Background: an optimization exercise with open tools, aiming at small area, a short achievable clock period and few clock cycles per item. Do not read the settings as production practice.
The RTL was checked by simulation tests, not by an equivalence proof against the original design.
Power is estimated from default activity; no workload was simulated.

===== flow/config.mk =====
export PLATFORM = sky130hd
export DESIGN_NAME = trade_record_varint_parser
export DESIGN_NICKNAME = trade_record_varint_parser
export VERILOG_FILES = /design/flow/design.v
export SDC_FILE = /design/flow/constraint.sdc
export NUM_CORES = 4
export LEC_CHECK = 0
export CAP_MARGIN = 20
export CORE_MARGIN = 2
export CORE_UTILIZATION = 65
export CTS_CLUSTER_DIAMETER = 60
export CTS_CLUSTER_SIZE = 25
export SLEW_MARGIN = 20

===== flow/constraint.sdc =====
create_clock -name core_clock -period 10.0 [get_ports {clk_i}]
set_input_delay 2.0000 -clock core_clock [delete_from_list [all_inputs] [get_ports {clk_i}]]
set_output_delay 2.0000 -clock core_clock [all_outputs]
set_load 0.01 [all_outputs]

===== flow/design.v =====
package trvp_pkg;
  localparam int MinutesPerDay = 24 * 60;
  localparam int MagW          = 62;
  localparam logic [3:0] ErrNone      = 4'd0;
  localparam logic [3:0] ErrNoTime    = 4'd1;
  localparam logic [3:0] ErrMissing   = 4'd2;
  localparam logic [3:0] ErrNoTerm    = 4'd3;
  localparam logic [3:0] ErrTooLong   = 4'd4;
  localparam logic [3:0] ErrBadMinute = 4'd5;
  localparam logic [3:0] ErrNegCount  = 4'd6;
  localparam logic [3:0] ErrOverflow  = 4'd7;
  localparam logic [3:0] ErrNegPrice  = 4'd8;
endpackage
module trvp_add #(
  parameter int W = 16
) (
  input  logic [W-1:0] a_i,
  input  logic [W-1:0] b_i,
  input  logic         ci_i,
  output logic [W-1:0] s_o,
  output logic         co_o
);
  localparam int L = $clog2(W);
  logic [W-1:0] p, g0;
  logic [W-1:0] g [L+1];
  logic [W-1:0] pp [L+1];
  assign p  = a_i ^ b_i;
  assign g0 = a_i & b_i;
  always_comb begin
    g[0]  = g0;
    pp[0] = p;
    g[0][0] = g0[0] | (p[0] & ci_i);
    for (int l = 0; l < L; l++) begin
      g[l + 1]  = g[l];
      pp[l + 1] = pp[l];
      for (int i = 0; i < W; i++) begin
        if ((i >> l) & 1) begin
          g[l + 1][i]  = g[l][i] | (pp[l][i] & g[l][((i >> l) << l) - 1]);
          pp[l + 1][i] = pp[l][i] & pp[l][((i >> l) << l) - 1];
        end
      end
    end
  end
  assign s_o  = p ^ {g[L][W-2:0], ci_i};
  assign co_o = g[L][W-1];
endmodule
module trvp_por #(
  parameter int W = 64
) (
  input  logic [W-1:0] x_i,
  output logic [W-1:0] o_o
);
  localparam int L = $clog2(W);
  logic [W-1:0] r [L+1];
  always_comb begin
    r[0] = x_i;
    for (int l = 0; l < L; l++) begin
      r[l + 1] = r[l];
      for (int i = 0; i < W; i++) begin
        if ((i >> l) & 1) r[l + 1][i] = r[l][i] | r[l][((i >> l) << l) - 1];
      end
    end
  end
  assign o_o = {r[L][W-2:0], 1'b0};
endmodule
module trade_record_varint_parser (
  input  logic                clk_i,
  input  logic                rst_ni,
  input  logic                in_valid_i,
  output logic                in_stall_o,
  input  logic [8:0]          in_data_i,
  output logic                out_valid_o,
  input  logic                out_stall_i,
  output logic [430:0]        out_data_o,
  input  logic                psel,
  input  logic                penable,
  input  logic                pwrite,
  input  logic [2:0]          paddr,
  input  logic [31:0]         pwdata,
  output logic [31:0]         prdata,
  output logic                pready
);
  localparam int MagW = trvp_pkg::MagW;
  localparam int PTLo = 0;
  localparam int PTHi = 1;
  localparam int PF0  = 2;    
  localparam int PF1  = 3;    
  localparam int PF2  = 4;    
  localparam int PF3  = 5;    
  localparam int PF4  = 6;    
  logic [15:0] rc_q, start_q, prd_q;
  logic        cfg_wr_rc;
  assign pready = 1'b1;
  assign prdata = {16'b0, prd_q};
  assign cfg_wr_rc = psel && penable && pwrite && !paddr[2];
  always_ff @(posedge clk_i or negedge rst_ni) begin
    if (!rst_ni) begin
      rc_q    <= '0;
      start_q <= '0;
    end else if (psel && penable && pwrite) begin
      if (paddr[2]) start_q <= pwdata[15:0];
      else          rc_q    <= pwdata[15:0];
    end
  end
  always_ff @(posedge clk_i) begin
    prd_q <= paddr[2] ? start_q : rc_q;
  end
  logic [8:0] ib_q, sk_q;
  logic       ib_v_q, sk_v_q;
  logic       accept, take, ib_load;
  assign in_stall_o = sk_v_q;
  assign accept     = in_valid_i && !sk_v_q;
  assign ib_load    = !ib_v_q || take;
  always_ff @(posedge clk_i or negedge rst_ni) begin
    if (!rst_ni) begin
      ib_v_q <= 1'b0;
      sk_v_q <= 1'b0;
    end else begin
      if (ib_load) ib_v_q <= sk_v_q || accept;
      sk_v_q <= sk_v_q ? !ib_load : (accept && !ib_load);
    end
  end
  always_ff @(posedge clk_i) begin
    if (ib_load) ib_q <= sk_v_q ? sk_q : in_data_i;
    if (!sk_v_q) sk_q <= in_data_i;
  end
  logic [6:0]      ph_q;
  logic [10:0]     minute_q;      
  logic [62:0]     acc_q;         
  logic            sign_q, invar_q;
  logic [8:0]      g_q;           
  logic [8:1]      nzb_q, nzb_d;
  logic [62:0]     f0_q, f3_q;
  logic [MagW-1:0] f1_q, f2_q;
  logic            vneg_q, oneg_q, ovf_q, negp_q, upd_q, upd2_q, cy_q, pz_q;
  logic [62:0]     price_q;       
  logic [15:0]     cnt_q;
  logic            cpi_q, cpz_q;  
  logic            live_q;        
  logic            more_q;        
  logic            ov_q, olast_q, clr_q;
  logic [3:0]      oerr_q;
  logic [16:0]     oabs_q;
  logic [10:0]     omin_q;
  logic [7:0]      b;
  logic            be, cont, first, toolong, live, more, act, vph, fend;
  logic [15:0]     t_word;
  logic [MagW-1:0] acc_nx;
  logic            sign_nx;
  logic [3:0]      err;
  logic            errany, rec_done, res, block, proc, replay, pe_reset;
  logic [31:0]     sum_lo, sum_hi;
  logic            cy_lo;
  logic [63:0]     val, por;
  logic            tbad, ovf;
  logic [15:0]     cnt_inc;
  logic [16:0]     cnt_inc2, abs_sum;
  logic            lt2;
  assign b       = ib_q[8:1];
  assign be      = ib_q[0];
  assign cont    = b[7];
  assign first   = !invar_q;
  assign toolong = invar_q && g_q[8];
  assign live    = live_q;
  assign more    = more_q;
  assign act     = ib_v_q && live;
  assign vph     = |ph_q[PF4:PF0];
  assign fend    = vph && !toolong && !cont;
  assign t_word  = {b, minute_q[7:0]};
  always_comb begin
    acc_nx[5:0] = clr_q ? 6'b0 : (first ? b[5:0] : acc_q[5:0]);
    for (int j = 1; j <= 8; j++) begin
      acc_nx[6 + 7 * (j - 1) +: 7] = (clr_q || (first && j > 0)) ? 7'b0
                                   : (g_q[j - 1] ? b[6:0] : acc_q[6 + 7 * (j - 1) +: 7]);
    end
  end
  assign sign_nx = !clr_q && (first ? b[6] : sign_q);
  always_comb begin
    err      = trvp_pkg::ErrNone;
    rec_done = 1'b0;
    if (ph_q[PTLo]) begin
      if (be) err = trvp_pkg::ErrNoTime;
    end else if (ph_q[PTHi]) begin
      if (tbad)                                    err = trvp_pkg::ErrBadMinute;
      else if (be)                                 err = trvp_pkg::ErrMissing;
    end else if (toolong) begin
      err = trvp_pkg::ErrTooLong;
    end else if (cont) begin
      if (be) err = trvp_pkg::ErrNoTerm;
    end else if (!ph_q[PF4]) begin
      if (be) err = trvp_pkg::ErrMissing;
    end else if (vneg_q || oneg_q) begin
      err = trvp_pkg::ErrNegCount;
    end else if (ovf_q) begin
      err = trvp_pkg::ErrOverflow;
    end else if (negp_q) begin
      err = trvp_pkg::ErrNegPrice;
    end else begin
      rec_done = 1'b1;
    end
  end
  assign errany   = act && (err != trvp_pkg::ErrNone);
  assign res      = act && (errany || rec_done);
  assign tbad     = t_word >= 16'(trvp_pkg::MinutesPerDay);
  assign block    = (ov_q || clr_q) && (be || (act && (vph || (ph_q[PTHi] && tbad))));
  assign proc     = act && !block;
  assign replay   = rec_done && be && more;
  assign take     = ib_v_q && !block && !(act && replay);
  assign pe_reset = take && be;
  logic [MagW-1:0] por_acc, por_nx;
  logic [6:0]      pw;            
  logic            orb;
  always_comb begin
    for (int i = 0; i < MagW; i++) begin
      if (i < 6) por_acc[i] = |(acc_q[5:0] & ((6'b1 << i) - 6'b1));
      else       por_acc[i] = nzb_q[(i - 6) / 7 + 1]
                            | (|(acc_q[6 + 7 * ((i - 6) / 7) +: 7] & ((7'b1 << ((i - 6) % 7)) - 7'b1)));
    end
  end
  always_comb begin
    pw[0] = 1'b0;
    for (int k = 1; k < 7; k++) pw[k] = pw[k - 1] | b[k - 1];
    orb = pw[6] | b[6];
    for (int i = 0; i < MagW; i++) begin
      if (first) begin
        por_nx[i] = (i < 6) ? pw[i] : pw[6];
      end else if (i < 6) begin
        por_nx[i] = por_acc[i];
      end else begin
        por_nx[i] = por_acc[i]
                  | (g_q[(i - 6) / 7] & pw[(i - 6) % 7])
                  | ((|(g_q[8:0] & ((9'b1 << ((i - 6) / 7)) - 9'b1))) & orb);
      end
    end
  end
  assign por   = {1'b0, 1'b0, por_nx};
  always_comb begin
    for (int k = 1; k <= 8; k++) begin
      nzb_d[k] = first ? pw[6] : (nzb_q[k] | (orb & (|(g_q & ((9'b1 << (k - 1)) - 9'b1)))));
    end
  end
  assign val   = {2'b00, acc_nx} ^ ({{2{sign_nx & (|por_nx[MagW-1:MagW-1] | acc_nx[MagW-1])}},
                                      {MagW{sign_nx}} & por_nx});
  trvp_add #(.W(32)) u_sum_lo (.a_i(price_q[31:0]), .b_i(f0_q[31:0]), .ci_i(1'b0),
                               .s_o(sum_lo), .co_o(cy_lo));
  trvp_add #(.W(32)) u_sum_hi (.a_i({1'b0, price_q[62:32]}), .b_i({f0_q[62], f0_q[62:32]}),
                               .ci_i(cy_q), .s_o(sum_hi), .co_o());
  assign ovf = !f0_q[62] && sum_hi[31];
  trvp_add #(.W(16)) u_cinc (.a_i(cnt_q), .b_i(16'd1), .ci_i(1'b0), .s_o(cnt_inc), .co_o());
  trvp_add #(.W(17)) u_cinc2 (.a_i({1'b0, cnt_q}), .b_i(17'd2), .ci_i(1'b0), .s_o(cnt_inc2),
                              .co_o());
  trvp_add #(.W(17)) u_lt2 (.a_i({1'b0, rc_q}), .b_i(~cnt_inc2), .ci_i(1'b0), .s_o(),
                            .co_o(lt2));
  trvp_add #(.W(17)) u_abs (.a_i({1'b0, start_q}), .b_i({1'b0, cnt_q}), .ci_i(1'b0),
                            .s_o(abs_sum), .co_o());
  always_ff @(posedge clk_i or negedge rst_ni) begin
    if (!rst_ni) begin
      ph_q     <= 7'b1 << PTLo;
      invar_q  <= 1'b0;
      cnt_q    <= '0;
      cpi_q    <= 1'b0;
      cpz_q    <= 1'b0;
      live_q   <= 1'b0;
      more_q   <= 1'b0;
      upd_q    <= 1'b0;
      upd2_q   <= 1'b0;
      ov_q     <= 1'b0;
      clr_q    <= 1'b0;
      pz_q     <= 1'b0;
    end else begin
      if (!ov_q) pz_q <= 1'b0;
      if (ov_q && !out_stall_i) begin
        ov_q  <= 1'b0;
        cpi_q <= 1'b0;
        cpz_q <= 1'b0;
        if (cpz_q)      cnt_q <= '0;
        else if (cpi_q) cnt_q <= cnt_inc;
      end
      clr_q <= 1'b0;
      if (clr_q) ov_q <= 1'b1;
      upd_q  <= 1'b0;
      upd2_q <= upd_q;
      if (proc) begin
        if (ph_q[PTLo]) begin
          ph_q <= 7'b1 << PTHi;
        end else if (ph_q[PTHi]) begin
          ph_q    <= 7'b1 << PF0;
          invar_q <= 1'b0;
        end else if (!toolong) begin
          invar_q <= cont;
          if (!cont) ph_q <= ph_q[PF4] ? 7'(1 << PTLo) : (ph_q << 1);
          if (!cont && ph_q[PF0] && !be) upd_q <= 1'b1;
        end
        if (rec_done) begin
          cpi_q  <= 1'b1;
          live_q <= more_q;
          more_q <= lt2;
        end
        if (errany) live_q <= 1'b0;
        if (rec_done) ov_q <= 1'b1;
        if (errany) clr_q <= 1'b1;
      end
      if (pe_reset) begin
        ph_q     <= 7'b1 << PTLo;
        invar_q  <= 1'b0;
        if (proc && res) cpz_q <= 1'b1;
        else             cnt_q <= '0;
        live_q   <= (rc_q != 16'd0);
        more_q   <= (rc_q > 16'd1);
        upd_q    <= 1'b0;
        upd2_q   <= 1'b0;
        pz_q     <= 1'b1;
      end
      if (cfg_wr_rc) begin
        live_q <= (pwdata[15:0] != 16'd0);
        more_q <= (pwdata[15:1] != 15'd0);
      end
    end
  end
  always_ff @(posedge clk_i) begin
    if (proc && ph_q[PTLo]) minute_q[7:0]  <= b;
    if (proc && ph_q[PTHi]) minute_q[10:8] <= b[2:0];
    if (proc && vph && !toolong) begin
      sign_q <= sign_nx;
      g_q    <= first ? 9'b1 : (g_q << 1);
      nzb_q  <= nzb_d;
    end
    if ((proc && vph) || clr_q) acc_q <= (ph_q[PF4] && fend) ? val[62:0] : {1'b0, acc_nx};
    if ((proc && fend && ph_q[PF0]) || clr_q) f0_q <= val[62:0];
    if ((proc && fend && ph_q[PF1]) || clr_q) begin
      f1_q   <= acc_nx;
      vneg_q <= sign_nx && (|acc_nx);
    end
    if ((proc && fend && ph_q[PF2]) || clr_q) begin
      f2_q   <= acc_nx;
      oneg_q <= sign_nx && (|acc_nx);
    end
    if ((proc && fend && ph_q[PF3]) || clr_q) f3_q <= val[62:0];
    if (upd_q) cy_q <= cy_lo;
    if (upd2_q) begin
      ovf_q  <= ovf;
      negp_q <= sum_hi[31];
    end
    if (!rst_ni || (pz_q && !ov_q) || clr_q) begin
      price_q <= '0;
    end else begin
      if (upd_q)  price_q[31:0]  <= sum_lo;
      if (upd2_q) price_q[62:32] <= sum_hi[30:0];
    end
    if (proc && res) begin
      oerr_q  <= err;
      olast_q <= !(rec_done && replay);
      oabs_q  <= abs_sum;
      omin_q  <= rec_done ? minute_q : 11'd0;
    end
  end
  assign out_valid_o = ov_q;
  assign out_data_o  = {cnt_q, oabs_q, omin_q, f0_q[62], f0_q, 1'b0, price_q, 1'b0, f1_q,
                        1'b0, f2_q, f3_q[62], f3_q, acc_q[62], acc_q, oerr_q, olast_q};
endmodule

===== flow/flow/run.sh =====
#!/bin/bash
set -euo pipefail
bash standard.sh \
  "BUFFER_PORTS_ARGS=-buffer_cell sky130_fd_sc_hd__buf_1" \
  SETUP_SLACK_MARGIN=6.6 \
  finish > flow_make.log 2>&1

===== flow/standard.sh =====
#!/bin/bash
# synth_recipe.tcl (not shown) runs the flow's synth.tcl, then flattens the netlist and writes it again
# the make line also repeats each setting of config.mk as NAME=value (left out here)
make -C /OpenROAD-flow-scripts/flow DESIGN_CONFIG=/design/flow/config.mk WORK_HOME=/design/flow/orfs CLKGATE_MAP_FILE= SYNTH_SCRIPT=/design/flow/synth_recipe.tcl "${@:-finish}"

==> summary.md, run 1 <==
| Metric | Value |
|---|---|
| Run status | no timing/DRC/antenna violations |
| Initial antenna violation count | 0 |
| Critical Path RT | 8000 ps |
| Final Instance Area | 0.0293 mm^2 |
| Post-synthesis xor/xnor area fraction | 6.61% |
| Routability congestion estimate | 0.921 |
| Final setup vio count | 0 |
| First-pass GRT wire length | 107 mm |
| Largest net degree at the start of global routing | 66 |
| Seq/Total Area, Yosys | 60.1% |
| I/O pin cnt | 517 |
| Final wirelength | 73.0 mm |
| Main synth FF type | edfxtp_1 |
| Die Span Y | 201 um |
| Synth top area cells | edfxtp_1, dfxtp_1, dfrtp_1 |
| Most common cell in the synthesized netlist | edfxtp_1 |
| Top cells by count, synth | edfxtp_1, nor2_1, nand2_1 |
| Iteration-0 DRC Markers | 1817 |
| Yosys reg bits | 544 |
| Clk slew on worst S/H paths | 80 ps |
| Min Tclk post-route | 3340 ps |
| DRC viols | 0 |
| Critical path class | reg -> out |
| Share of cells above drive strength 1 | 9.64% |
| Post-synth top area share | 46.4% |
| Mux contribution to synthesized area | 6.37% |
| RSZ-0062 raised after global routing | yes |
| Routed vias | 18.5k |
| Port bufs | 478 |
| Total clock sinks | 544 |
| Synth Area in Simple Gates | 11.5% |
| Startpoint class of the critical path | flop |
| Skew final | 15.5 ps |
| Vias in the first global route | 17.2k |
| Cell Area, Placed | 0.0274 mm^2 |
| Total track usage | 35.6% |
| Initial core utilization | 65.4% |
| Setup TNS after final layout | 0 ps |
| Lkg Pwr | 11.1 nW |
| Detailed placement HPWL | 52.8 mm |
| CTS buffer count | 38 |
| Grt ovf | 0 |
| Routed WL per cell | 23.9 um |
| Final WS setup | 6660 ps |
| Adder-cell share of the synthesized area | 6.07% |
| Pwr Density | 289 mW/mm^2 |
| Clk root buf | clkbuf_16 |
| Setup slack at placement | 5290 ps |
| Rows | 72 |
| Synthesized cell area | 0.0252 mm^2 |
| Ys Warns | 10 |
| Overall power | 0.00847 W |
| Clock Latency Late Sink | 570 ps |
| TritonCTS clock tree | yes |
| Slew headroom | 29.8% |
| Hold Vio Cnt, Final | 0 |
| Tightest Hold Check Type | reg -> reg |
| Critical path cell sequence | buf_1 |
| Floorplan core area | 0.0385 mm^2 |
| Number of diodes | 0 |
| Fmax | 300 MHz |
| Syn Inst Count | 2014 |
| Area of the die | 0.0403 mm^2 |
| Crit path DAT | 1340 ps |
| Asr flop ratio synth | 12.3% |
| MaxCap Viol Count | 0 |
| Cell family with most CP delay | flip-flops |
| Slew Limit Fails | 0 |
| Via-to-Cell Ratio | 6.06 |
| Nets | 2668 |
| Crit-path max FO | 8 |
| Final Cycle Share | 33.4% |
| Final Non-Filler Cells | 3050 |
| Maximum VDD drop | 0.000207 V |
| Yosys cell types | 73 |
| Filler Cells Inserted | 2607 |
| Area Growth Syn to Fin | 16.4% |
| TritonRoute pass-1 iters | 6 |
| Cell accounting for the most synthesized area | edfxtp_1 |
| Worst Tran Pin Value | 1050 ps |
| Routed Antenna Nets | 0 |
| Crit-path max cell delay | 540 ps |
| Synthesized area per cell | 12.5 um^2 |
| Main combinational cell family by area after synthesis | simple AND/OR/NAND/NOR gates |
| Post-synth EDFFs | 389 |
| Slowest CP cell | dfrtp_1 |
| Clock tree buffer depth | 3 |
| Worst setup EP type | output pin |
| Compound-Gate Fraction of Synth Area | 6.75% |
| Buf+Inv Stages, Crit Path | 1 |
| H-tree depth | 2 |
| Cells after DPL | 2941 |
| Chip width | 201 um |
==> report_power, final <==
group | internal, W | switching (W) | total (W) | leakage (nW)
combinational | 0.000876 | 0.00212 | 0.00300 | 5.21
sequential | 0.00340 | 0.000414 | 0.00381 | 5.25
clock | 0.000797 | 0.000859 | 0.00166 | 0.637
==> timing repair <==
action,in CTS,in global routing
hold buffers,0,0
hold endpoints to repair,0,0
setup buffers,13,27
setup endpoints to repair,506,398
resized for setup,29,37
pin swaps,7,6
gates cloned,0,1
==> cell usage in the layout (no fill, tap or decap), types with 10 or more instances in the layout <==
cell type and n:
nor2_1 203, xor2_1 72, nor3_1 29, and2_1 26, nor2b_1 18, buf_4 49, or4_1 12, dfrtp_1 61
nand2_1 172, conb_1 20, buf_1 476, fa_1 15, nand4_1 13, xnor2_1 114, a21o_1 32, clkbuf_16 39
ha_1 98, o21a_1 13, mux2i_1 96, a21oi_1 69, or2_2 10, inv_1 38, nand2b_1 17, dfxtp_1 88
mux2_2 57, nor4_1 23, o21ai_0 29, edfxtp_1 389, a211oi_1 25, a211o_1 13, nand3_1 29
==> layer usage <==
metal	routed length [um]	vias up	global-route usage, %
li1	-	8190	-
met1	29100	9031	51.2
met2	32300	1050	53.4
met3	8130	201	7.22
met4	3460	0	15.0
met5	0	-	0
==> final cells by class <==
class	count	area (um^2)	share of cell area (%)
Sequential cell	544	15100	51.7
Multi-Input combinational cell	1343	9680	33.0
Timing Repair Buffer	538	2360	8.06
Clock buffer	43	991	3.38
Tap cell	518	648	2.21
Clock inverter	25	337	1.15
Inverter	39	146	0.500
==> kinds of logic (layout without fill, tap and decap cells) <==
family                     Yosys count  after routing
DFF                                544            544
adders and majority gates          113            113
and+or+nand+nor                    611            612
muxes                              153            153
buffers and inverters              146            645
other                                2             20
xor gates and xnor gates           190            190
AOI/OAI and AO/OA                  255            255
==> per-stage QoR <==
| stage | hold WS (ps) | util (%) |
|---|---|---|
| 3_5_place_dp | 462 | 71.1 |
| 2_1_floorplan | 441 | - |
| 6_report | 476 | 76.1 |
| 5_1_grt | 496 | 76.1 |
| 3_3_place_gp | 456 | 71.1 |
| 4_1_cts | 478 | 75.2 |
==> registers in the layout (all words and copies together), names as in the netlist, 17 cells and up <==
register / count
price_q: 63
f0_q: 63
f2_q: 62
f3_q: 63
oabs_q: 17
acc_q: 63
f1_q: 62
==> final timing paths <==
path                                       end  slack, ps  cells past startpoint                start
setup / recovery               out_data_o[428]       6660                      1  cnt_q[13]$_DFF_PN0_
hold / removal                 sk_q[5]$_DFF_P_        480                      1      sk_q[5]$_DFF_P_
setup reg to reg           acc_q[40]$_DFFE_PP_       6660                     11    ib_q[3]$_DFFE_PN_
hold reg to reg                sk_q[5]$_DFF_P_        480                      1      sk_q[5]$_DFF_P_
max in group asynchronous      upd_q$_DFF_PN0_       7590                      2               rst_ni
min in group asynchronous     sk_v_q$_DFF_PN0_       1250                      1               rst_ni
Testbench counts, summed over its fixed seeds: cycles 19,190, bytes 19,095.
==> run 2, diff against run 1 <==
--- a/flow/design.v
+++ b/flow/design.v
@@ -154,8 +154,8 @@
   logic [63:0]     val, por;
   logic            tbad, ovf;
   logic [15:0]     cnt_inc;
-  logic [16:0]     cnt_inc2, abs_sum;
-  logic            lt2;
+  logic [16:0]     abs_sum;
+  logic [15:0]     cnt_inc2;
   assign b       = ib_q[8:1];
   assign be      = ib_q[0];
   assign cont    = b[7];
@@ -247,10 +247,7 @@
                                .ci_i(cy_q), .s_o(sum_hi), .co_o());
   assign ovf = !f0_q[62] && sum_hi[31];
   trvp_add #(.W(16)) u_cinc (.a_i(cnt_q), .b_i(16'd1), .ci_i(1'b0), .s_o(cnt_inc), .co_o());
-  trvp_add #(.W(17)) u_cinc2 (.a_i({1'b0, cnt_q}), .b_i(17'd2), .ci_i(1'b0), .s_o(cnt_inc2),
-                              .co_o());
-  trvp_add #(.W(17)) u_lt2 (.a_i({1'b0, rc_q}), .b_i(~cnt_inc2), .ci_i(1'b0), .s_o(),
-                            .co_o(lt2));
+  trvp_add #(.W(16)) u_cinc2 (.a_i(cnt_q), .b_i(16'd2), .ci_i(1'b0), .s_o(cnt_inc2), .co_o());
   trvp_add #(.W(17)) u_abs (.a_i({1'b0, start_q}), .b_i({1'b0, cnt_q}), .ci_i(1'b0),
                             .s_o(abs_sum), .co_o());
   always_ff @(posedge clk_i or negedge rst_ni) begin
@@ -266,7 +263,7 @@
       upd2_q   <= 1'b0;
       ov_q     <= 1'b0;
       clr_q    <= 1'b0;
-      pz_q     <= 1'b0;
+      pz_q     <= 1'b1;       
     end else begin
       if (!ov_q) pz_q <= 1'b0;
       if (ov_q && !out_stall_i) begin
@@ -294,7 +291,7 @@
         if (rec_done) begin
           cpi_q  <= 1'b1;
           live_q <= more_q;
-          more_q <= lt2;
+          more_q <= more_q && (cnt_inc2 != rc_q);
         end
         if (errany) live_q <= 1'b0;
         if (rec_done) ov_q <= 1'b1;
@@ -341,7 +338,7 @@
       ovf_q  <= ovf;
       negp_q <= sum_hi[31];
     end
-    if (!rst_ni || (pz_q && !ov_q) || clr_q) begin
+    if ((pz_q && !ov_q) || clr_q) begin
       price_q <= '0;
     end else begin
       if (upd_q)  price_q[31:0]  <= sum_lo;
==> flow/flow/run.sh (replaced) <==
#!/bin/bash
set -euo pipefail
bash standard.sh \
  "BUFFER_PORTS_ARGS=-buffer_cell sky130_fd_sc_hd__buf_1" \
  SETUP_SLACK_MARGIN=6.3 \
  finish > flow_make.log 2>&1
==> run 2 against run 1 <==
Die area shrank 0.13%. Sequential share of layout area grew 0.78 points. Sequential cell count is the same. Clock power is essentially flat. Global-route usage grew 0.81 points. Count of clock-buffer cells in the layout shrank 2. Sequential power shrank 2%.
==> summary.md, run 2 <==
| Metric | Value |
|---|---|
| Initial antenna violation count | 1 (was 0) |
| Clk root buf | clkbuf_16 (unchanged) |
| I/O pin cnt | 517 (unchanged) |
| Nets | 2669 (was 2668) |
| RR Endpoint | f0_q[26]$_DFFE_PP_ (was acc_q[40]$_DFFE_PP_) |
| Crit-path max FO | 13 (was 8) |
| Port bufs | 478 (unchanged) |
| TritonCTS clock tree | yes (unchanged) |
| Syn Inst Count | 2057 (was 2014) |
| DRC viols | 0 (unchanged) |
| Final setup vio count | 0 (unchanged) |
| Rows | 72 (unchanged) |
| Maximum VDD drop | 0.000223 V (was 0.000207 V) |
| RR Startpoint | ib_q[3]$_DFFE_PN_ (unchanged) |
| Routability congestion estimate | 0.925 (was 0.921) |
| Routed WL per cell | 24.2 um (was 23.9 um) |
| Pwr Density | 276 mW/mm^2 (was 289 mW/mm^2) |
| Critical path cell sequence | buf_4, or3_1, nor3_4, o21ai_1, or4_1, or3_1, a211oi_1, nor2_1, xor2_1 (was buf_1) |
| Share of cells above drive strength 1 | 7.30% (was 9.64%) |
| Hold_sp | sk_q[8]$_DFF_P_ (was sk_q[5]$_DFF_P_) |
| Synth Area in Simple Gates | 12.3% (was 11.5%) |
| Worst hold path cell count | 1 (unchanged) |
| Compound-Gate Fraction of Synth Area | 7.67% (was 6.75%) |
| Synthesized area per cell | 12.2 um^2 (was 12.5 um^2) |
| Floorplan core area | 0.0384 mm^2 (was 0.0385 mm^2) |
| Clock Latency Late Sink | 580 ps (was 570 ps) |
| Post-synth EDFFs | 389 (unchanged) |
| Main combinational cell family by area after synthesis | simple AND/OR/NAND/NOR gates (unchanged) |
| Area of the die | 0.0403 mm^2 (about the same) |
| Fin Hold WS | 481 ps (was 476 ps) |
| RSZ-0062 raised after global routing | no (was yes) |
| Number of diodes | 0 (unchanged) |
| Min Tclk post-route | 3640 ps (was 3340 ps) |
| Total track usage | 36.4% (was 35.6%) |
| Tightest Hold Check Type | reg -> reg (unchanged) |
| Worst Tran Pin Value | 1040 ps (was 1050 ps) |
| Setup TNS after final layout | 0 ps (unchanged) |
| Die Span Y | 201 um (about the same) |
| Sink of the worst hold path | sk_q[8]$_DFF_P_ (was sk_q[5]$_DFF_P_) |
| Worst R2R Path Depth | 9 (was 11) |
| Crit path DAT | 3960 ps (was 1340 ps) |
| Post-synth top area share | 46.5% (was 46.4%) |
| Clock tree buffer depth | 3 (unchanged) |
| MaxCap Viol Count | 0 (unchanged) |
| Initial core utilization | 65.5% (was 65.4%) |
| Critical Path RT | 10320 ps (was 8000 ps) |
| Hold_buf cts | 0 (unchanged) |
| TritonRoute pass-1 iters | 9 (was 6) |
| Routed vias | 18.7k (was 18.5k) |
| Routed Antenna Nets | 0 (unchanged) |
| Fin util | 75.2% (was 76.1%) |
| Final Non-Filler Cells | 3067 (was 3050) |
| Critical path class | reg -> reg (was reg -> out) |
| Ys Warns | 10 (unchanged) |
| Main synth FF type | edfxtp_1 (unchanged) |
| Final wirelength | 74.3 mm (was 73.0 mm) |
| Most common cell after layout, fill and taps aside | buf_1 (unchanged) |
| Most common cell in the synthesized netlist | edfxtp_1 (unchanged) |
| Final Instance Area | 0.0288 mm^2 (was 0.0293 mm^2) |
| Asr flop ratio synth | 12.3% (unchanged) |
| H-tree depth | 2 (unchanged) |
| Slew Limit Fails | 0 (unchanged) |
| Commonest non-fill, non-tap cells in the layout | buf_1, edfxtp_1, nand2_1, nor2_1, xnor2_1 (was buf_1, edfxtp_1, nor2_1, nand2_1, xnor2_1) |
| Cell Area, Placed | 0.0274 mm^2 (about the same) |
| Post-synthesis xor/xnor area fraction | 6.52% (was 6.61%) |
| Largest net degree at the start of global routing | 68 (was 66) |
| Startpoint class of the critical path | flop (unchanged) |
| Run status | no timing/DRC/antenna violations (unchanged) |
| Cell accounting for the most synthesized area | edfxtp_1 (unchanged) |
| Hold Vio Cnt, Final | 0 (unchanged) |
| Slowest CP cell | or3_1 (was dfrtp_1) |
| Synth top area cells | edfxtp_1, dfxtp_1, dfrtp_1 (unchanged) |
| Crit-path max cell delay | 530 ps (was 540 ps) |
| Vias in the first global route | 17.5k (was 17.2k) |
| Seq/Total Area, Yosys | 60.2% (was 60.1%) |
| Flop2flop setup slack | 6360 ps (was 6660 ps) |
| Cells after DPL | 2992 (was 2941) |
| Adder-cell share of the synthesized area | 5.33% (was 6.07%) |
| Skew final | 16.8 ps (was 15.5 ps) |
| Final Cycle Share | 36.4% (was 33.4%) |
| Lkg Pwr | 10.9 nW (was 11.1 nW) |
| Area Growth Syn to Fin | 14.8% (was 16.4%) |
| Clk slew on worst S/H paths | 80 ps (about the same) |
| Yosys cell types | 71 (was 73) |
| Worst setup EP type | flop (was output pin) |
| Mux contribution to synthesized area | 5.31% (was 6.37%) |
| Grt ovf | 0 (unchanged) |
| Detailed placement HPWL | 54.5 mm (was 52.8 mm) |
| Top cells by count, synth | edfxtp_1, nand2_1, nor2_1 (was edfxtp_1, nor2_1, nand2_1) |
| Chip width | 201 um (about the same) |
| Total clock sinks | 544 (unchanged) |
| Slew headroom | 30.9% (was 29.8%) |
| CP dominant cell by count | or3_1 |
| Fmax | 275 MHz (was 300 MHz) |
| Iteration-0 DRC Markers | 2006 (was 1817) |
| First-pass GRT wire length | 109 mm (was 107 mm) |
| Via-to-Cell Ratio | 6.08 (was 6.06) |
| Synthesized cell area | 0.0251 mm^2 (was 0.0252 mm^2) |
| Yosys reg bits | 544 (unchanged) |
| CTS buffer count | 38 (unchanged) |
-- run 2: cell count changes after synthesis, moves of 7 or more --
cell	before	now
mux2i_1	96	85
o211ai_1	4	12
ha_1	98	83
inv_1	38	52
nor2_1	208	197
nand2_1	172	215
mux2_2	57	43
nand3_1	29	37
xnor2_1	115	108
o21ai_0	31	47
nor3_1	31	45
nand2b_1	19	10
-- run 2: metal layers --
| layer | share of wire, % | vias up | GRT usage [%] |
|---|---|---|---|
| met4 | 4.3 | 0 | 13.9 |
| li1 | - | 8323 | - |
| met3 | 12 | 178 | 10.7 |
| met1 | 39 | 9103 | 49.9 |
| met2 | 45 | 1046 | 55.5 |
| met5 | 0 | - | 0 |
-- run 2: power breakdown --
| group | internal, W | switching (W) |
|---|---|---|
| registers | 0.00329 | 0.000447 |
| clock network | 0.000825 | 0.000868 |
| logic | 0.000721 | 0.00182 |
| total | 0.00484 | 0.00313 |
-- run 2: cells by family (layout without fill, tap and decap cells) --
family / after synthesis / after routing
compound gates: 285 / 285
buf+inv: 155 / 629
mux: 128 / 128
flops: 544 / 544
fa+ha+maj: 98 / 98
simple gates: 658 / 658
other cells: 2 / 20
xor+xnor: 187 / 187
-- run 2: worst max-delay path by stage --
stage | startpoint | endpoint | slack, ps | depth (start not counted)
after floorplan | paddr[2] | more_q$_DFFE_PN0P_ | 6680 | 6
after global placement | paddr[2] | start_q[15]$_DFFE_PN0P_ | 5370 | 3
after detailed placement | paddr[2] | start_q[8]$_DFFE_PN0P_ | 5340 | 3
after CTS | ib_q[4]$_DFFE_PN_ | f2_q[25]$_DFFE_PP_ | 6310 | 8
after global routing | g_q[1]$_SDFFCE_PN0P_ | f0_q[40]$_DFFE_PP_ | 6320 | 8
final | ib_q[3]$_DFFE_PN_ | f0_q[26]$_DFFE_PP_ | 6360 | 9
-- run 2: worst max-delay path: cells and delay by family (launching register included) --
family / cells / cell delay, ps
XOR/XNOR: 1 / 410
AND/OR/NAND/NOR: 5 / 1820
buffers and inverters: 1 / 230
flip-flops: 1 / 360
AO/OA/AOI/OAI: 2 / 570
-- run 2: metrics by stage --
step | setup slack [ps] | total power [W]
5_1_grt | 6320 | 0.00826
2_1_floorplan | 6680 | 0.00505
4_1_cts | 6310 | 0.00792
3_3_place_gp | 5370 | 0.00615
6_report | 6360 | 0.00797
3_5_place_dp | 5340 | 0.00622
-- run 2: final cells by class --
cell class / instances / area (um^2)
multi-input cells: 1376 / 9480
clock inverters: 28 / 368
repair buffers: 507 / 2040
well taps: 518 / 648
flip-flops and latches: 544 / 15100
fillers: 2641 / 9530
inverters: 53 / 199
clock buffers: 41 / 983
-- run 2: timing repair --
action                     in CTS  in global routing
hold endpoints to repair        0                  0
pin swaps                       1                  3
setup buffers                   3                  3
setup endpoints to repair     270                282
gates resized for setup        10                  6
Testbench counts of run 2, summed over its fixed seeds: cycles 19,190, bytes 19,095.
==> run 3, diff against run 2 <==
==> flow/flow/run.sh (replaced) <==
#!/bin/bash
set -euo pipefail
bash standard.sh \
  "BUFFER_PORTS_ARGS=-buffer_cell sky130_fd_sc_hd__buf_1" \
  SETUP_SLACK_MARGIN=6.45 \
  finish > flow_make.log 2>&1
==> run 3 against run 2 <==
Global-route usage is 0.12 points higher. Clock skew rose by 0.98 ps. Still clean. Sequential cell count did not move. Synthesized area unchanged. Die area unchanged. Combinational power about the same. Clock power barely moved. Final area grew 0.43%. Largest power group unchanged. Critical endpoint unchanged. Utilization grew 0.33 points. Critical path type unchanged.
==> summary.md, run 3 <==
| Metric | Value |
|---|---|
| Asr flop ratio synth | 12.3% (unchanged) |
| Crit-path max cell delay | 530 ps (about the same) |
| Iteration-0 DRC Markers | 2024 (was 2006) |
| Synthesized area per cell | 12.2 um^2 (unchanged) |
| Die Span Y | 201 um (unchanged) |
| Routability congestion estimate | 0.925 (unchanged) |
| Initial core utilization | 65.5% (unchanged) |
| Final Cycle Share | 34.8% (was 36.4%) |
| Maximum VDD drop | 0.000222 V (was 0.000223 V) |
| Synth top area cells | edfxtp_1, dfxtp_1, dfrtp_1 (unchanged) |
| Hold_buf cts | 0 (unchanged) |
| Hold Vio Cnt, Final | 0 (unchanged) |
| Chip width | 201 um (unchanged) |
| Setup TNS after final layout | 0 ps (unchanged) |
| Skew final | 17.8 ps (was 16.8 ps) |
| Post-synth EDFFs | 389 (unchanged) |
| Worst R2R Path Depth | 9 (unchanged) |
| Area of the die | 0.0403 mm^2 (unchanged) |
| Cell accounting for the most synthesized area | edfxtp_1 (unchanged) |
| TritonCTS clock tree | yes (unchanged) |
| Seq/Total Area, Yosys | 60.2% (unchanged) |
| Run status | no timing/DRC/antenna violations (unchanged) |
| Routed Antenna Nets | 0 (unchanged) |
| Yosys reg bits | 544 (unchanged) |
| Slew headroom | 33.1% (was 30.9%) |
| Flop2flop setup slack | 6520 ps (was 6360 ps) |
| MaxCap Viol Count | 0 (unchanged) |
| Lkg Pwr | 10.9 nW (about the same) |
| Commonest non-fill, non-tap cells in the layout | buf_1, edfxtp_1, nand2_1, nor2_1, xnor2_1 (unchanged) |
| Grt ovf | 0 (unchanged) |
| Share of cells above drive strength 1 | 7.78% (was 7.30%) |
| Worst hold path cell count | 1 (unchanged) |
| Final wirelength | 74.5 mm (was 74.3 mm) |
| Total track usage | 36.5% (was 36.4%) |
| Yosys cell types | 71 (unchanged) |
| Nets | 2679 (was 2669) |
| CTS buffer count | 38 (unchanged) |
| Syn Inst Count | 2057 (unchanged) |
| Most common cell after layout, fill and taps aside | buf_1 (unchanged) |
| Rows | 72 (unchanged) |
| Clk root buf | clkbuf_16 (unchanged) |
| Ys Warns | 10 (unchanged) |
| Main synth FF type | edfxtp_1 (unchanged) |
| Crit path DAT | 3760 ps (was 3960 ps) |
| Routed vias | 18.8k (was 18.7k) |
| H-tree depth | 2 (unchanged) |
| Hold_sp | sk_q[8]$_DFF_P_ (unchanged) |
| Most common cell in the synthesized netlist | edfxtp_1 (unchanged) |
| Slew Limit Fails | 0 (unchanged) |
| Clock Latency Late Sink | 580 ps (about the same) |
| CP dominant cell by count | or3_1 (unchanged) |
| Cells after DPL | 2992 (unchanged) |
| Critical Path RT | 10290 ps (was 10320 ps) |
| First-pass GRT wire length | 110 mm (was 109 mm) |
| Startpoint class of the critical path | flop (unchanged) |
| Routed WL per cell | 24.2 um (about the same) |
| Detailed placement HPWL | 54.5 mm (unchanged) |
| Worst setup EP type | flop (unchanged) |
| Port bufs | 478 (unchanged) |
| Critical path class | reg -> reg (unchanged) |
| Critical path cell sequence | buf_4, or3_1, nor3_4, o21ai_1, or4_1, or3_1, a211oi_1, nor2_1, xor2_2 (was buf_4, or3_1, nor3_4, o21ai_1, or4_1, or3_1, a211oi_1, nor2_1, xor2_1) |
| Clock tree buffer depth | 3 (unchanged) |
| I/O pin cnt | 517 (unchanged) |
| RR Startpoint | ib_q[3]$_DFFE_PN_ (unchanged) |
| Register area | 0.0151 mm^2 (unchanged) |
| Crit-path max FO | 13 (unchanged) |
| Fin Hold WS | 481 ps (about the same) |
| Filler Cells Inserted | 2630 (was 2641) |
| Slowest CP cell | or3_1 (unchanged) |
| Worst Tran Pin Value | 1000 ps (was 1040 ps) |
| Vias in the first global route | 17.6k (was 17.5k) |
| Final setup vio count | 0 (unchanged) |
| Final Non-Filler Cells | 3077 (was 3067) |
| Area occupied by multi-input gates | 0.00952 mm^2 (was 0.00948 mm^2) |
| Total clock sinks | 544 (unchanged) |
| Top cells by count, synth | edfxtp_1, nand2_1, nor2_1 (unchanged) |
| Sink of the worst hold path | sk_q[8]$_DFF_P_ (unchanged) |
| Min Tclk post-route | 3480 ps (was 3640 ps) |
| Post-synth top area share | 46.5% (unchanged) |
| TritonRoute pass-1 iters | 5 (was 9) |
| Synthesized cell area | 0.0251 mm^2 (unchanged) |
| Via-to-Cell Ratio | 6.10 (was 6.08) |
| Fmax | 288 MHz (was 275 MHz) |
| RSZ-0062 raised after global routing | no (unchanged) |
| Tightest Hold Check Type | reg -> reg (unchanged) |
| Number of diodes | 0 (unchanged) |
| Clk slew on worst S/H paths | 80 ps (about the same) |
| Area Growth Syn to Fin | 15.3% (was 14.8%) |
| Largest net degree at the start of global routing | 68 (unchanged) |
| Initial antenna violation count | 1 (unchanged) |
| DRC viols | 0 (unchanged) |
| Floorplan core area | 0.0384 mm^2 (unchanged) |
| Pwr Density | 276 mW/mm^2 (about the same) |
| RR Endpoint | f0_q[26]$_DFFE_PP_ (unchanged) |
[run 3: worst max-delay path by stage]
stage,startpoint,end,slack [ps],cells past startpoint
floorplan,paddr[2],more_q$_DFFE_PN0P_,6680,6
global placement,paddr[2],start_q[15]$_DFFE_PN0P_,5370,3
detailed placement,paddr[2],start_q[8]$_DFFE_PN0P_,5340,3
CTS,ib_q[6]$_DFFE_PN_,f2_q[25]$_DFFE_PP_,6420,8
global route,f0_q[32]$_DFFE_PP_,negp_q$_DFFE_PP_,6430,15
finish,ib_q[3]$_DFFE_PN_,f0_q[26]$_DFFE_PP_,6520,9
[run 3: repair_timing]
action	in CTS	in global routing
pin swaps	2	3
gates resized for setup	9	18
buffers inserted	7	9
setup endpoints to repair	305	243
[run 3: per-stage QoR]
step	util, %	cell area, um^2	power, W	worst slack, ps
detailed placement	71.3	27400	0.00622	5340
global placement	71.3	27400	0.00615	5370
floorplan	-	25200	0.00505	6680
CTS	75.1	28800	0.00793	6420
finish	75.5	29000	0.00799	6520
global route	75.5	29000	0.00829	6430
[run 3: cell type report]
cell class	instances	share of cell area, %
Sequential cell	544	52.2
Multi-Input combinational cell	1376	32.8
Timing Repair Buffer	517	7.36
Clock buffer	41	3.39
Tap cell	518	2.24
Clock inverter	28	1.27
Inverter	53	0.687
[run 3: kinds of logic after synthesis]
logic type | share of synthesized area (%)
compound gates | 7.67
xor+xnor | 6.52
fa+ha+maj | 5.33
buf+inv | 2.71
flops | 60.2
mux | 5.31
other cells | 0.0299
simple gates | 12.3
[run 3: where the power goes]
part	switching [W]	internal, W	total [W]	leakage, nW
Combinational	0.00184	0.000731	0.00257	5.08
Sequential	0.000431	0.00329	0.00373	5.21
Clock	0.000871	0.000825	0.00170	0.656
[run 3: critical path: cells and delay by family (launching register included)]
| kind | cells | cell delay, ps |
|---|---|---|
| simple gates | 5 | 1840 |
| compound gates | 2 | 550 |
| flops | 1 | 360 |
| buf+inv | 1 | 220 |
| xor+xnor | 1 | 200 |
[run 3: routing by layer]
| layer | up-vias | share of wire, % | wire [um] | global-route usage (%) |
|---|---|---|---|---|
| li1 | 8352 | - | - | - |
| met1 | 9057 | 38 | 28200 | 49.7 |
| met2 | 1156 | 45 | 33500 | 56.0 |
| met3 | 191 | 13 | 9480 | 10.9 |
| met4 | 2 | 4.4 | 3270 | 13.8 |
| met5 | - | 0.016 | 12 | 0 |
==> run 4, diff against run 3 <==
==> flow/flow/run.sh (replaced) <==
#!/bin/bash
set -euo pipefail
bash standard.sh \
  "BUFFER_PORTS_ARGS=-buffer_cell sky130_fd_sc_hd__buf_1" \
  SETUP_SLACK_MARGIN=6.6 \
  finish > flow_make.log 2>&1
==> run 4 against run 3 <==
Total power increased by 0.49%. Clock skew increased by 1.1 ps. Global-route usage increased by 0.11 points. Sequential power about the same. Combinational power increased by 2%. Critical path depth decreased by 8. Setup slack improved by 120 ps. Count of clock-buffer cells in the layout unchanged. Sequential share of layout area decreased by 0.38 points. Maximum frequency increased by 3.6%. Hold slack got worse by 1.3 ps. Die area unchanged. Critical endpoint is now out_data_o[61]. Largest cell class unchanged. Largest power group unchanged.
==> summary.md, run 4 <==
| Metric | Value |
|---|---|
| Run status | no timing/DRC/antenna violations (unchanged) |
| Yosys cell types | 71 (unchanged) |
| Slew headroom | 32.4% (was 33.1%) |
| Chip width | 201 um (unchanged) |
| Buf+Inv Stages, Crit Path | 1 (unchanged) |
| Ys Warns | 10 (unchanged) |
| Top Metal Used | met4 (was met5) |
| Flop2flop setup slack | 6670 ps (was 6520 ps) |
| Routed WL per cell | 24.2 um (about the same) |
| Final Instance Area | 0.0292 mm^2 (was 0.0290 mm^2) |
| Top cells by count, synth | edfxtp_1, nand2_1, nor2_1 (unchanged) |
| Total track usage | 36.6% (was 36.5%) |
| Clock tree buffer depth | 3 (unchanged) |
| Main synth FF type | edfxtp_1 (unchanged) |
| Cell accounting for the most synthesized area | edfxtp_1 (unchanged) |
| Final wirelength | 74.9 mm (was 74.5 mm) |
| MaxCap Viol Count | 0 (unchanged) |
| Iteration-0 DRC Markers | 1882 (was 2024) |
| TritonCTS clock tree | yes (unchanged) |
| Hold Vio Cnt, Final | 0 (unchanged) |
| Commonest non-fill, non-tap cells in the layout | buf_1, edfxtp_1, nand2_1, nor2_1, xnor2_1 (unchanged) |
| Met2 wire len | 33.5 mm (about the same) |
| Most common cell after layout, fill and taps aside | buf_1 (unchanged) |
| Routed Antenna Nets | 0 (unchanged) |
| Synthesized area per cell | 12.2 um^2 (unchanged) |
| Fin Hold WS | 479 ps (was 481 ps) |
| Via-to-Cell Ratio | 6.10 (about the same) |
| Setup TNS after final layout | 0 ps (unchanged) |
| Number of diodes | 0 (unchanged) |
| Startpoint class of the critical path | flop (unchanged) |
| Worst R2R Path Depth | 8 (was 9) |
| Met1 WL | 29.0 mm (was 28.2 mm) |
| Routability congestion estimate | 0.925 (unchanged) |
| H-tree depth | 2 (unchanged) |
| Post-synth EDFFs | 389 (unchanged) |
| Area Growth Syn to Fin | 16.1% (was 15.3%) |
| Grt ovf | 0 (unchanged) |
| Sink of the worst hold path | sk_q[8]$_DFF_P_ (unchanged) |
| Maximum VDD drop | 0.000223 V (was 0.000222 V) |
| Worst Tran Pin Value | 1010 ps (was 1000 ps) |
| Cell Area, Placed | 0.0274 mm^2 (unchanged) |
| Total clock sinks | 544 (unchanged) |
| Post-synth top area share | 46.5% (unchanged) |
| Most common cell in the synthesized netlist | edfxtp_1 (unchanged) |
| CTS buffer count | 38 (unchanged) |
| Crit-path max FO | 6 (was 13) |
| DRC viols | 0 (unchanged) |
| Clock Latency Late Sink | 580 ps (about the same) |
| Final setup vio count | 0 (unchanged) |
| RR Startpoint | ib_q[6]$_DFFE_PN_ (was ib_q[3]$_DFFE_PN_) |
| Worst setup EP type | output pin (was flop) |
| Met3 wire length | 9.14 mm (was 9.48 mm) |
| Share of cells above drive strength 1 | 9.01% (was 7.78%) |
| Seq/Total Area, Yosys | 60.2% (unchanged) |
| Floorplan core area | 0.0384 mm^2 (unchanged) |
| Tightest Hold Check Type | reg -> reg (unchanged) |
| Syn Inst Count | 2057 (unchanged) |
| Port bufs | 478 (unchanged) |
| Vias in the first global route | 17.6k (about the same) |
| RR Endpoint | acc_q[47]$_DFFE_PP_ (was f0_q[26]$_DFFE_PP_) |
| Die Span Y | 201 um (unchanged) |
| Hold_sp | sk_q[8]$_DFF_P_ (unchanged) |
| Lkg Pwr | 11.0 nW (was 10.9 nW) |
| Fmax | 298 MHz (was 288 MHz) |
| Routed vias | 18.9k (was 18.8k) |
| Cell family with most CP delay | flip-flops (was simple AND/OR/NAND/NOR gates) |
| Pwr Density | 275 mW/mm^2 (was 276 mW/mm^2) |
| Min Tclk post-route | 3360 ps (was 3480 ps) |
| Largest net degree at the start of global routing | 68 (unchanged) |
| Synthesized cell area | 0.0251 mm^2 (unchanged) |
| RSZ-0062 raised after global routing | yes (was no) |
| Initial core utilization | 65.5% (unchanged) |
| Nets | 2696 (was 2679) |
| Rows | 72 (unchanged) |
| Hold_buf cts | 0 (unchanged) |
| Critical path cell sequence | buf_1 (was buf_4, or3_1, nor3_4, o21ai_1, or4_1, or3_1, a211oi_1, nor2_1, xor2_2) |
| Asr flop ratio synth | 12.3% (unchanged) |
| Critical path class | reg -> out (was reg -> reg) |
| Crit path DAT | 1360 ps (was 3760 ps) |
| Slowest CP cell | edfxtp_1 (was or3_1) |
| Clk root buf | clkbuf_16 (unchanged) |
| Final Cycle Share | 33.6% (was 34.8%) |
| Area of the die | 0.0403 mm^2 (unchanged) |
| Skew final | 18.8 ps (was 17.8 ps) |
| First-pass GRT wire length | 110 mm (about the same) |
| Yosys reg bits | 544 (unchanged) |
| Detailed placement HPWL | 54.5 mm (unchanged) |
| Slew Limit Fails | 0 (unchanged) |
| Worst hold path cell count | 1 (unchanged) |
| I/O pin cnt | 517 (unchanged) |
| Synth top area cells | edfxtp_1, dfxtp_1, dfrtp_1 (unchanged) |
| Initial antenna violation count | 2 (was 1) |
| TritonRoute pass-1 iters | 6 (was 5) |
| Clk slew on worst S/H paths | 90 ps (was 80 ps) |
| Critical Path RT | 8000 ps (was 10290 ps) |
| Crit-path max cell delay | 480 ps (was 530 ps) |
==> run 4: layout make-up <==
class                      count  area, um^2
tap                          518         648
clock buffer                  41         983
inverter                      53         199
sequential                   544       15100
timing repair buffer         534        2290
fill                        2611        9190
multi-input combinational   1376        9570
clock inverter                28         368
==> run 4: repair_timing <==
action,in CTS,in global routing
setup buffers,14,19
resized for setup,21,31
pin swaps,3,6
endpoints found under the setup margin,373,289
==> run 4: worst max path at each step <==
stage,from,endpoint,slack [ps],depth (start not counted)
2_1_floorplan,paddr[2],more_q$_DFFE_PN0P_,6680,6
3_3_place_gp,paddr[2],start_q[15]$_DFFE_PN0P_,5370,3
3_5_place_dp,paddr[2],start_q[8]$_DFFE_PN0P_,5340,3
4_1_cts,ib_q[6]$_DFFE_PN_,f2_q[25]$_DFFE_PP_,6420,8
5_1_grt,ib_q[6]$_DFFE_PN_,acc_q[44]$_DFFE_PP_,6500,8
6_report,acc_q[56]$_DFFE_PP_,out_data_o[61],6640,1
==> run 4: layer usage <==
| metal | vias up | track usage (%) |
|---|---|---|
| met4 | 0 | 13.5 |
| met2 | 1092 | 56.1 |
| met1 | 9190 | 49.8 |
| li1 | 8396 | - |
| met5 | - | 0 |
| met3 | 187 | 11.4 |
==> run 4: cell families after synthesis <==
| family | after synthesis | share of synthesized area, % |
|---|---|---|
| xor gates and xnor gates | 187 | 6.52 |
| buffers and inverters | 155 | 2.71 |
| other | 2 | 0.0299 |
| muxes | 128 | 5.31 |
| AOI/OAI and AO/OA | 285 | 7.67 |
| and+or+nand+nor | 658 | 12.3 |
| DFF | 544 | 60.2 |
| adders and majority gates | 98 | 5.33 |
==> run 4: power breakdown <==
group	total [W]	internal [W]	leakage, nW	switching (W)
Combinational	0.00261	0.000759	5.18	0.00185
Clock	0.00169	0.000825	0.656	0.000869
Sequential	0.00372	0.00329	5.21	0.000431
==> run 4: through the flow <==
stage	total power [W]	cells	setup slack, ps	util (%)
6_report	0.00803	3094	6640	76.0
5_1_grt	0.00832	3094	6500	76.0
2_1_floorplan	0.00505	2075	6680	-
3_5_place_dp	0.00622	2992	5340	71.3
4_1_cts	0.00794	3075	6420	75.4
3_3_place_gp	0.00615	2992	5370	71.3
==> run 5, diff against run 4 <==
--- a/flow/config.mk
+++ b/flow/config.mk
@@ -7,7 +7,7 @@
 export LEC_CHECK = 0
 export CAP_MARGIN = 20
 export CORE_MARGIN = 2
-export CORE_UTILIZATION = 65
+export CORE_UTILIZATION = 72
 export CTS_CLUSTER_DIAMETER = 60
 export CTS_CLUSTER_SIZE = 25
 export SLEW_MARGIN = 20
==> run 5 against run 4 <==
Still clean. Global-route usage grew 4.3 points. Count of clock-buffer cells in the layout shrank 3. Non-clock buffer count shrank 3.
==> summary.md, run 5 <==
| Metric | Value |
|---|---|
| Comb power frac | 32.6% (was 32.5%) |
| Worst setup EP type | output pin (unchanged) |
| Critical Path RT | 8000 ps (about the same) |
| RSZ-0062 raised after global routing | yes (unchanged) |
| H-tree depth | 2 (unchanged) |
| First-pass GRT wire length | 110 mm (about the same) |
| Crit-path max cell delay | 600 ps (was 480 ps) |
| TritonCTS clock tree | yes (unchanged) |
| Share of cells above drive strength 1 | 8.91% (was 9.01%) |
| Synthesized cell area | 0.0251 mm^2 (unchanged) |
| Largest net degree at the start of global routing | 68 (unchanged) |
| Commonest non-fill, non-tap cells in the layout | buf_1, edfxtp_1, nand2_1, nor2_1, xnor2_1 (unchanged) |
| Clk slew on worst S/H paths | 90 ps (about the same) |
| Most common cell in the synthesized netlist | edfxtp_1 (unchanged) |
| Worst hold path cell count | 1 (unchanged) |
| Slowest CP cell | dfrtp_1 (was edfxtp_1) |
| Min Tclk post-route | 3360 ps (about the same) |
| Slew Limit Fails | 0 (unchanged) |
| Routed Antenna Nets | 0 (unchanged) |
| Critical path class | reg -> out (unchanged) |
| Routability congestion estimate | 0.973 (was 0.925) |
| Critical path cell sequence | buf_1 (unchanged) |
| Post-synth EDFFs | 389 (unchanged) |
| Worst R2R Path Depth | 11 (was 8) |
| Yosys reg bits | 544 (unchanged) |
| Area of the die | 0.0364 mm^2 (was 0.0403 mm^2) |
| Clock power frac | 20.2% (was 21.1%) |
| Seq/Total Area, Yosys | 60.2% (unchanged) |
| Hold_sp | sk_q[5]$_DFF_P_ (was sk_q[8]$_DFF_P_) |
| Setup TNS after final layout | 0 ps (unchanged) |
| Port bufs | 478 (unchanged) |
| Total track usage | 40.9% (was 36.6%) |
| Int Power | 0.00483 W (was 0.00488 W) |
| Switching Power | 0.00316 W (was 0.00315 W) |
| RR Startpoint | f0_q[43]$_DFFE_PP_ (was ib_q[6]$_DFFE_PN_) |
| Post-synth top area share | 46.5% (unchanged) |
| Clock tree buffer depth | 3 (unchanged) |
| Top cells by count, synth | edfxtp_1, nand2_1, nor2_1 (unchanged) |
| Detailed placement HPWL | 53.6 mm (was 54.5 mm) |
| Routed vias | 19.4k (was 18.9k) |
| Crit-path max FO | 8 (was 6) |
| Iteration-0 DRC Markers | 2306 (was 1882) |
| Clk root buf | clkbuf_16 (unchanged) |
| Floorplan core area | 0.0345 mm^2 (was 0.0384 mm^2) |
| Cell family with most CP delay | flip-flops (unchanged) |
| Asr flop ratio synth | 12.3% (unchanged) |
| Initial core utilization | 72.9% (was 65.5%) |
| Synth top area cells | edfxtp_1, dfxtp_1, dfrtp_1 (unchanged) |
| Pwr Density | 275 mW/mm^2 (about the same) |
| Final setup vio count | 0 (unchanged) |
| Maximum VDD drop | 0.000236 V (was 0.000223 V) |
| Main synth FF type | edfxtp_1 (unchanged) |
| Critical Path End | out_data_o[423] (was out_data_o[61]) |
| Hold_buf cts | 0 (unchanged) |
| Net Sw Frac | 39.5% (was 39.3%) |
| Cell Area, Placed | 0.0273 mm^2 (was 0.0274 mm^2) |
| Slew headroom | 36.6% (was 32.4%) |
| Initial antenna violation count | 0 (was 2) |
| Fmax | 298 MHz (about the same) |
| I/O pin cnt | 517 (unchanged) |
| Overall power | 0.00799 W (was 0.00803 W) |
| Hold Vio Cnt, Final | 0 (unchanged) |
| Tightest Hold Check Type | reg -> reg (unchanged) |
| Logic depth of the worst path, buffers included | 1 (unchanged) |
| Total clock sinks | 544 (unchanged) |
| Reg power frac | 47.2% (was 46.4%) |
| Routed WL per cell | 25.2 um (was 24.2 um) |
| Crit path DAT | 1360 ps (about the same) |
| Most common cell after layout, fill and taps aside | buf_1 (unchanged) |
| Skew final | 23.2 ps (was 18.8 ps) |
| Worst setup path start | cnt_q[8]$_DFF_PN0_ (was acc_q[56]$_DFFE_PP_) |
| Final Cycle Share | 33.6% (about the same) |
| Syn Inst Count | 2057 (unchanged) |
| Lkg Pwr | 11.0 nW (about the same) |
| Buf+Inv Stages, Crit Path | 1 (unchanged) |
| Filler Cells Inserted | 1873 (was 2611) |
| Yosys cell types | 71 (unchanged) |
| Worst Tran Pin Value | 927 ps (was 1010 ps) |
| Final Instance Area | 0.0290 mm^2 (was 0.0292 mm^2) |
| Startpoint class of the critical path | flop (unchanged) |
| MaxCap Viol Count | 0 (unchanged) |
| Cell accounting for the most synthesized area | edfxtp_1 (unchanged) |
| Die Span Y | 191 um (was 201 um) |
| Via-to-Cell Ratio | 6.40 (was 6.10) |
| Ys Warns | 10 (unchanged) |
| Rows | 68 (was 72) |
| Final wirelength | 76.2 mm (was 74.9 mm) |
| Area Growth Syn to Fin | 15.5% (was 16.1%) |
| Nets | 2693 (was 2696) |
| DRC viols | 0 (unchanged) |
| Grt ovf | 0 (unchanged) |
| Number of diodes | 0 (unchanged) |
| RR Endpoint | negp_q$_DFFE_PP_ (was acc_q[47]$_DFFE_PP_) |
| Run status | no timing/DRC/antenna violations (unchanged) |
| CTS buffer count | 36 (was 38) |
| Vias in the first global route | 18.1k (was 17.6k) |
| Synthesized area per cell | 12.2 um^2 (unchanged) |
| Flop2flop setup slack | 6650 ps (was 6670 ps) |
| Clock Latency Late Sink | 560 ps (was 580 ps) |
| Chip width | 191 um (was 201 um) |
| TritonRoute pass-1 iters | 5 (was 6) |
## run 5: cell count changes in the layout (fill, tap and decap cells not counted), sizes merged
cell	before	now
inv	66	60
buf	533	528
clkinvlp	1	4
a21o	32	34
clkbuf	41	40
clkinv	12	13
## run 5: layout make-up
type                            instances  area [um^2]  share of cell area, %
Timing Repair Buffer                  531         2300                   7.93
Multi-Input combinational cell       1378         9570                   33.0
Inverter                               53          203                  0.698
Clock buffer                           38          930                   3.20
Clock inverter                         26          327                   1.12
Sequential cell                       544        15100                   52.1
Tap cell                              455          569                   1.96
## run 5: power by group through the flow
stage / clock [W] / combinational (W) / sequential (W)
floorplan: 0 / 0.00117 / 0.00388
global placement: 0 / 0.00232 / 0.00379
detailed placement: 0 / 0.00239 / 0.00382
CTS: 0.00161 / 0.00247 / 0.00375
global route: 0.00169 / 0.00275 / 0.00381
finish: 0.00161 / 0.00260 / 0.00378
## run 5: worst min path at each step
stage | endpoint | slack [ps]
after global routing | sk_q[3]$_DFF_P_ | 500
after detailed placement | sk_q[5]$_DFF_P_ | 460
after CTS | sk_q[5]$_DFF_P_ | 480
after floorplan | minute_q[5]$_DFFE_PP_ | 420
after global placement | sk_q[3]$_DFF_P_ | 450
final | sk_q[5]$_DFF_P_ | 480
## run 5: cell families after synthesis
family | count (synthesis) | share of synthesized area (%)
xor gates and xnor gates | 187 | 6.52
adders and majority gates | 98 | 5.33
muxes | 128 | 5.31
and+or+nand+nor | 658 | 12.3
other | 2 | 0.0299
AOI/OAI and AO/OA | 285 | 7.67
DFF | 544 | 60.2
buffers and inverters | 155 | 2.71
## run 5: stage by stage
step | utilization [%] | instances | worst slack [ps] | hold WS, ps
final | 84.2 | 3025 | 6640 | 480
after global routing | 84.2 | 3025 | 6540 | 503
after global placement | 79.2 | 2928 | 5520 | 452
after detailed placement | 79.2 | 2928 | 5390 | 459
after floorplan | - | 2075 | 6680 | 421
after CTS | 83.5 | 3010 | 6520 | 479
## run 5: what timing repair did
action / CTS / global route
pin swaps: 7 / 14
buffers inserted: 16 / 14
gates resized for setup: 23 / 32
setup endpoints to repair: 493 / 279
cloned: 2 / 1
## run 5: per-layer routing
metal | GRT usage [%] | routed length, um | share of wire, % | up-vias
li1 | - | - | - | 8376
met1 | 54.5 | 27000 | 35 | 9288
met2 | 60.9 | 33800 | 44 | 1436
met3 | 13.2 | 11200 | 15 | 258
met4 | 20.4 | 4190 | 5.5 | 0
met5 | 0 | 0 | 0 | -
==> run 6, diff against run 5 <==
--- a/flow/design.v
+++ b/flow/design.v
@@ -105,10 +105,13 @@
   always_ff @(posedge clk_i) begin
     prd_q <= paddr[2] ? start_q : rc_q;
   end
-  logic [8:0] ib_q, sk_q;
+  logic [8:0] ib_q, sk_q, ib_d;
+  logic [6:1] ibpw_q;             
+  logic       iborb_q;            
   logic       ib_v_q, sk_v_q;
   logic       accept, take, ib_load;
   assign in_stall_o = sk_v_q;
+  assign ib_d       = sk_v_q ? sk_q : in_data_i;
   assign accept     = in_valid_i && !sk_v_q;
   assign ib_load    = !ib_v_q || take;
   always_ff @(posedge clk_i or negedge rst_ni) begin
@@ -121,7 +124,11 @@
     end
   end
   always_ff @(posedge clk_i) begin
-    if (ib_load) ib_q <= sk_v_q ? sk_q : in_data_i;
+    if (ib_load) begin
+      ib_q    <= ib_d;
+      iborb_q <= |ib_d[7:1];
+      for (int k = 1; k < 7; k++) ibpw_q[k] <= |(ib_d[7:1] & ((7'b1 << k) - 7'b1));
+    end
     if (!sk_v_q) sk_q <= in_data_i;
   end
   logic [6:0]      ph_q;
@@ -218,9 +225,8 @@
     end
   end
   always_comb begin
-    pw[0] = 1'b0;
-    for (int k = 1; k < 7; k++) pw[k] = pw[k - 1] | b[k - 1];
-    orb = pw[6] | b[6];
+    pw  = {ibpw_q, 1'b0};
+    orb = iborb_q;
     for (int i = 0; i < MagW; i++) begin
       if (first) begin
         por_nx[i] = (i < 6) ? pw[i] : pw[6];
==> flow/flow/run.sh (replaced) <==
#!/bin/bash
set -euo pipefail
bash standard.sh \
  "BUFFER_PORTS_ARGS=-buffer_cell sky130_fd_sc_hd__buf_1" \
  SETUP_SLACK_MARGIN=6.9 \
  finish > flow_make.log 2>&1
--- a/flow/config.mk
+++ b/flow/config.mk
@@ -7,7 +7,7 @@
 export LEC_CHECK = 0
 export CAP_MARGIN = 20
 export CORE_MARGIN = 2
-export CORE_UTILIZATION = 72
+export CORE_UTILIZATION = 65
 export CTS_CLUSTER_DIAMETER = 60
 export CTS_CLUSTER_SIZE = 25
 export SLEW_MARGIN = 20
==> run 6 against run 5 <==
Die area increased by 10%. Combinational power grew 44%. Hold slack better by 4.2 ps. Sequential power is essentially flat. Routed wire length grew 9.4%. Clock power grew 8%. Critical endpoint is now negp_q$_DFFE_PP_.
==> summary.md, run 6 <==
| Metric | Value |
|---|---|
| Rows | 71 (was 68) |
| Met1 WL | 29.7 mm (was 27.0 mm) |
| Fin Hold WS | 484 ps (was 480 ps) |
| I/O pin cnt | 517 (unchanged) |
| RR Endpoint | negp_q$_DFFE_PP_ (unchanged) |
| Asr flop ratio synth | 12.2% (was 12.3%) |
| Largest net degree at the start of global routing | 68 (unchanged) |
| Sink of the worst hold path | sk_q[0]$_DFF_P_ (was sk_q[5]$_DFF_P_) |
| Clock tree buffer depth | 3 (unchanged) |
| Clk slew on worst S/H paths | 90 ps (about the same) |
| Routed WL per cell | 26.0 um (was 25.2 um) |
| Ys Warns | 10 (unchanged) |
| Lkg Pwr | 13.7 nW (was 11.0 nW) |
| TritonCTS clock tree | yes (unchanged) |
| Routed vias | 19.9k (was 19.4k) |
| Cell accounting for the most synthesized area | edfxtp_1 (unchanged) |
| Floorplan core area | 0.0378 mm^2 (was 0.0345 mm^2) |
| MaxCap Viol Count | 0 (unchanged) |
| Area Growth Syn to Fin | 28.6% (was 15.5%) |
| Port bufs | 478 (unchanged) |
| Syn Inst Count | 1977 (was 2057) |
| Final Cycle Share | 34.0% (was 33.6%) |
| Crit path DAT | 3760 ps (was 1360 ps) |
| DRC viols | 0 (unchanged) |
| Initial core utilization | 66.2% (was 72.9%) |
| Top cells by count, synth | edfxtp_1, nor2_1, nand2_1 (was edfxtp_1, nand2_1, nor2_1) |
| Met2 wire len | 38.6 mm (was 33.8 mm) |
| Worst setup EP type | flop (was output pin) |
| Final Instance Area | 0.0322 mm^2 (was 0.0290 mm^2) |
| Area of the die | 0.0401 mm^2 (was 0.0364 mm^2) |
| Seq/Total Area, Yosys | 61.1% (was 60.2%) |
| Detailed placement HPWL | 51.2 mm (was 53.6 mm) |
| Run status | no timing/DRC/antenna violations (unchanged) |
| Min Tclk post-route | 3400 ps (was 3360 ps) |
-- run 6: timing repair --
item,4_1_cts,5_1_grt
endpoints found under the setup margin,848,716
cloned,15,1
pin swaps,23,26
gates resized for setup,404,329
setup buffers,161,66
-- run 6: power by group --
group          total [W]  switching, W  internal, W
Clock            0.00174      0.000868     0.000867
Sequential       0.00381      0.000378      0.00343
Combinational    0.00375       0.00240      0.00134
-- run 6: how the worst max path moves through the flow --
stage | startpoint | end | slack, ps | cells past startpoint
finish | f0_q[32]$_DFFE_PP_ | negp_q$_DFFE_PP_ | 6600 | 14
global placement | paddr[2] | more_q$_DFFE_PN0P_ | 5390 | 5
CTS | f0_q[32]$_DFFE_PP_ | negp_q$_DFFE_PP_ | 6650 | 14
floorplan | in_data_i[3] | iborb_q$_DFFE_PN_ | 6480 | 4
detailed placement | paddr[2] | more_q$_DFFE_PN0P_ | 5260 | 5
global route | f0_q[32]$_DFFE_PP_ | negp_q$_DFFE_PP_ | 6460 | 14
-- run 6: layer usage --
metal | up-vias | global-route usage, %
li1 | 8511 | -
met3 | 332 | 8.87
met5 | - | 0
met2 | 1362 | 62.2
met4 | 0 | 22.0
met1 | 9737 | 52.0
-- run 6: cell families after synthesis --
kind of cell | count (synthesis) | synth area share, %
other cells | 2 | 0.0300
fa+ha+maj | 98 | 5.34
compound gates | 258 | 6.86
xor+xnor | 206 | 7.20
mux | 152 | 6.37
buf+inv | 144 | 2.58
flops | 550 | 61.1
simple gates | 567 | 10.6
-- run 6: cell type report --
cell class | count | area, um^2
sequential | 550 | 15400
multi-input combinational | 1317 | 9880
clock inverter | 25 | 377
inverter | 41 | 154
tap | 511 | 639
timing repair buffer | 718 | 4770
clock buffer | 43 | 991
fill | 1999 | 5610
-- run 6: through the flow --
stage               cells  setup WS (ps)
floorplan            1995           6480
CTS                  3138           6650
detailed placement   2894           5260
global placement     2894           5390
finish               3205           6600
global route         3205           6460
-- run 6: worst max-delay path: cells and delay by family, from the launching register on --
kind	cells	cell delay, ps
AO/OA/AOI/OAI	8	1730
adder cells (fa/ha/maj)	3	880
flip-flops	1	410
buffers and inverters	3	150
Testbench counts of run 6, summed over its fixed seeds: cycles 19,190, bytes 19,095.

[afterwards: timing with drivers on the ports]
How much do the figures lean on ideal ports? The routed layouts below were timed once more, with nothing changed but the port constraints. Step 1 sets driving cells, clkbuf_16 on the clock port and buf_2 on the other inputs (assumed; they add their load-dependent delay and slew). Step 2 also shifts input and output timing later by t, the mid clock arrival at the registers, as if the neighbouring blocks saw the same clock. Slacks: ideal ports / drivers / drivers and shift; pairs: ideal ports / drivers.
run	shift t [ns]	slack for setup (ns)
run 1	0.625	6.663 / 6.606 / 6.110
run 2	0.628	6.361 / 6.361 / 5.944
run 3	0.629	6.523 / 6.523 / 5.956
run 4	0.631	6.645 / 6.589 / 6.132
run 5	0.603	6.640 / 6.586 / 6.182
run 6	0.633	6.603 / 6.603 / 6.335
After both steps setup and hold are still met in every run listed.
